What follows belongs to an exercise in optimizing a design on an open flow for small area; a production flow would make more cautious choices.
The RTL was checked by simulation tests, not by an equivalence proof against the original design.

Design lif_neuron_grid, start of the top module:
module lif_neuron_grid #(
  parameter int WIDTH    = 8,
  parameter int LAYERS   = 3,
  parameter int WEIGHT_W = 4,
  parameter int THR_W    = 6,
  parameter int ACC_W    = 8,
  parameter int REFRAC   = 2
) (
  input  logic             clk,
  input  logic             rst_n,
  input  logic             tick,
  input  logic [WIDTH-1:0] spike_in,
  input  logic             cfg_en,
  input  logic             cfg_data,
  output logic             cfg_out,
  output logic [WIDTH-1:0] spike_out,
  output logic             spike_valid
);
Size in the first run: about 3200 cells after synthesis, ~23 I/O pins, about 43000 sq um of cells after synthesis.
export LEC_CHECK = 0
export CAP_MARGIN = 20
export CORE_MARGIN = 2
export CORE_UTILIZATION = 60
export CTS_BUF_LIST = sky130_fd_sc_hd__clkbuf_16
export CTS_CLUSTER_DIAMETER = 60
export CTS_CLUSTER_SIZE = 30
export SLEW_MARGIN = 20
export SYNTH_HIERARCHICAL = 1
create_clock -name core_clock -period 7.5 [get_ports {clk}]
run.sh (not shown) runs the stock make flow with config.mk's settings and CLKGATE_MAP_FILE= SYNTH_SCRIPT=/design/flow/synth_recipe.tcl, a recipe that flattens the netlist after the stock synthesis.
Next try:
==> flow/flow/run.sh (new file) <==
#!/bin/bash
# The standard layout (standard.sh: ORFS synthesis through finish, unchanged), with
# one change to clock-tree synthesis: no dummy loads, clkbuf_16 only, and sink clusters of
# up to 30 flip-flops within 60 um. Every tool's output goes to logs in this folder.
set -euo pipefail
export CTS_ARGS="-sink_clustering_enable -repair_clock_nets -dont_use_dummy_load -sink_clustering_size 30 -sink_clustering_max_diameter 60 -buf_list sky130_fd_sc_hd__clkbuf_16"
bash standard.sh > standard.log 2>&1
==> flow/standard.sh (new file) <==
#!/bin/bash
# synth_recipe.tcl (not shown) runs the flow's synth.tcl, then flattens the netlist and writes it again
# the make line also repeats each setting of config.mk as NAME=value (left out here)
make -C /OpenROAD-flow-scripts/flow DESIGN_CONFIG=/design/flow/config.mk WORK_HOME=/design/flow/orfs CLKGATE_MAP_FILE= SYNTH_SCRIPT=/design/flow/synth_recipe.tcl "${@:-finish}"
CTS_BUF_LIST = not set   (was sky130_fd_sc_hd__clkbuf_16)
CTS_CLUSTER_DIAMETER = not set   (was 60)
CTS_CLUSTER_SIZE = not set   (was 30)
removed: flow/run.sh
The changed run produced a clean layout.
Clock-buffer cell count decreases by 5.
Worst setup slack improved by 0.011 ns.
Worst hold slack loses 0.0095 ns.
Final cell count fell slightly.
Critical path depth stays the same.
Routed wire length is about the same.


## garnet
lif_neuron_grid, a different RTL version from the one above (not shown whole).
Size: roughly 3100 cells after synthesis, roughly 41000 um2 of cells after synthesis.
Settings: LEC_CHECK=0, CAP_MARGIN=20, CORE_MARGIN=2, CORE_UTILIZATION=82, SLEW_MARGIN=20, SYNTH_HIERARCHICAL=1; clock period 7.5 ns.
standard.sh (not shown) runs the stock make flow with config.mk's settings and CLKGATE_MAP_FILE= SYNTH_SCRIPT=/design/flow/synth_recipe.tcl, a recipe that flattens the netlist after the stock synthesis.
==> flow/flow/run.sh <==
#!/bin/bash
# The standard layout (standard.sh: ORFS synthesis through finish, unchanged), with
# one change to clock-tree synthesis: no dummy loads, clkbuf_16 only, and sink clusters of
# up to 40 flip-flops within 70 um. Every tool's output goes to logs in this folder.
set -euo pipefail
export CTS_ARGS="-sink_clustering_enable -repair_clock_nets -dont_use_dummy_load -sink_clustering_size 40 -sink_clustering_max_diameter 70 -buf_list sky130_fd_sc_hd__clkbuf_16"
bash standard.sh > standard.log 2>&1
Relative to garnet, the following input files were edited for raven:
- CORE_UTILIZATION now 88, was 82
==> comparison <==
raven — time the final worst path needs with I/O delays and setup 0.041 ns higher, garnet as reference
Comparing the two runs side by side, raven comes out behind garnet on wire length of the first global-routing pass.
raven and garnet ended up with nearly the same sequential share of layout area.
Cell area of garnet is on par with raven.
Sort raven and garnet by overall track demand over capacity in global routing, ascending, and garnet comes first.
Comparing raven and garnet, actual transition at the worst max-transition pin is higher on raven.
Changes observed in raven relative to garnet: total routed wirelength shows an increase of 17000 um, fraction of the cycle the final worst path needs shows an increase of 0.54 points, layout-stage area growth over the synthesis result shows no meaningful change.
The launching instance or port of the critical path comes out nsh_q[4]$_DFFE_PN0P_ in one run and v_q[32]$_DFF_P_ in the other, namely in garnet and raven respectively.


Starting RTL as in the previous note.
export LEC_CHECK = 0
export CAP_MARGIN = 20
export CORE_MARGIN = 2
export CORE_UTILIZATION = 82
export SLEW_MARGIN = 20
export SYNTH_HIERARCHICAL = 1
create_clock -name core_clock -period 7.5 [get_ports {clk}]
==> flow/flow/run.sh <==
#!/bin/bash
# The standard layout (standard.sh: ORFS synthesis through finish, unchanged), with
# one change to clock-tree synthesis: no dummy loads, clkbuf_16 only, and sink clusters of
# up to 40 flip-flops within 70 um; and the buffer on every input and output port is a
# buf_1. Every tool's output goes to logs in this folder.
set -euo pipefail
export CTS_ARGS="-sink_clustering_enable -repair_clock_nets -dont_use_dummy_load -sink_clustering_size 40 -sink_clustering_max_diameter 70 -buf_list sky130_fd_sc_hd__clkbuf_16"
export BUFFER_PORTS_ARGS="-buffer_cell sky130_fd_sc_hd__buf_1"
bash standard.sh > standard.log 2>&1
The baseline went through all stages and came out clean.
Rerun with:
==> flow/flow/run.sh (replaced) <==
#!/bin/bash
# The standard layout (standard.sh: ORFS synthesis through finish, unchanged), with
# one change to clock-tree synthesis: no dummy loads, clkbuf_16 only, and sink clusters of
# up to 40 flip-flops within 70 um. Every tool's output goes to logs in this folder.
set -euo pipefail
export CTS_ARGS="-sink_clustering_enable -repair_clock_nets -dont_use_dummy_load -sink_clustering_size 40 -sink_clustering_max_diameter 70 -buf_list sky130_fd_sc_hd__clkbuf_16"
bash standard.sh > standard.log 2>&1
--- a/flow/config.mk
+++ b/flow/config.mk
@@ -8,5 +8,5 @@
 export CAP_MARGIN = 20
 export CORE_MARGIN = 2
-export CORE_UTILIZATION = 82
+export CORE_UTILIZATION = 75
 export SLEW_MARGIN = 20
 export SYNTH_HIERARCHICAL = 1
=>
- The changed run finished clean
- setup slack gains 160 ps
- via count decreases by 3.6%
- global-route usage went down by 4.6 points
- cell area grows by 0.55%


lif_neuron_grid, a different RTL version from the one above (not shown whole).
Size: about 3200 cells after synthesis, roughly 43000 µm² of cells after synthesis.
Design lif_neuron_grid, start of the top module:
module lif_neuron_grid #(
  parameter int WIDTH    = 8,
  parameter int LAYERS   = 3,
  parameter int WEIGHT_W = 4,
  parameter int THR_W    = 6,
  parameter int ACC_W    = 8,
  parameter int REFRAC   = 2
) (
  input  logic             clk,
  input  logic             rst_n,
  input  logic             tick,
  input  logic [WIDTH-1:0] spike_in,
  input  logic             cfg_en,
  input  logic             cfg_data,
  output logic             cfg_out,
  output logic [WIDTH-1:0] spike_out,
  output logic             spike_valid
);
Settings: LEC_CHECK=0, CAP_MARGIN=20, CORE_MARGIN=2, CORE_UTILIZATION=60, CTS_BUF_LIST=sky130_fd_sc_hd__clkbuf_16, CTS_CLUSTER_DIAMETER=50, CTS_CLUSTER_SIZE=22, SLEW_MARGIN=20, SYNTH_HIERARCHICAL=1; clock period 7.5 ns.
run.sh (not shown) runs the stock make flow with config.mk's settings and CLKGATE_MAP_FILE= SYNTH_SCRIPT=/design/flow/synth_recipe.tcl, a recipe that flattens the netlist after the stock synthesis.
Stock flow here: none of the scripts above is used.
The first run finished clean.
==> next run, changes <==
- CTS_CLUSTER_DIAMETER: 50 -> 60
- CTS_CLUSTER_SIZE: 22 -> 30
The new run finished with timing, DRC and antenna clean; area after synthesis does not change; worst hold slack gains 0.0075 ns; final area came out lower by 1.9%; routed wire length decreases by 1.2%; global-route usage came out lower by 0.30 points; cell count is lower by 1.2%; count of clock-buffer cells in the layout fell by 30; fmax is lower by 0.40%.

-- what the ideal ports hide --
Ports are ideal in the flow. The routed layouts listed here were re-timed in OpenROAD.
Step 1 sets driving cells, clkbuf_16 on the clock port and buf_2 on the other inputs (assumed; they add their load-dependent delay and slew).
Step 2 times the ports against the registers' clock, not the clock port: input delays grow and output delays shrink by t, the midpoint of the rising clock arrivals with the driver on.
a / b / c = ideal ports / drivers / drivers and shift; a / b = the first two.
| run | t (ns) | setup slack, ns | latest minus earliest clock arrival (ns) | worst slew at a driven data input, ns |
|---|---|---|---|---|
| the first run of note 1 | 0.690 | 0.635 / 0.678 / -0.012 | 0.028 / 0.029 | 0.07 |
| the second run of note 1 | 0.680 | 0.646 / 0.688 / 0.008 | 0.043 / 0.043 | 0.07 |
| garnet | 0.649 | 0.722 / 0.722 / 0.333 | 0.054 / 0.054 | 0.05 |
| raven | 0.663 | 0.681 / 0.681 / 0.224 | 0.062 / 0.062 | 0.05 |
| the first run of note 3 | 0.637 | 0.693 / 0.693 / 0.462 | 0.055 / 0.055 | 0.05 |
| the second run of note 3 | 0.644 | 0.854 / 0.892 / 0.248 | 0.053 / 0.052 | 0.05 |
| the first run of note 4 | 0.706 | 0.654 / 0.699 / -0.007 | 0.034 / 0.035 | 0.06 |
| the second run of note 4 | 0.707 | 0.627 / 0.672 / -0.034 | 0.045 / 0.045 | 0.06 |
With both steps, setup timing fails in the first run of note 1, the first run of note 4 and the second run of note 4, where it was met with ideal ports.
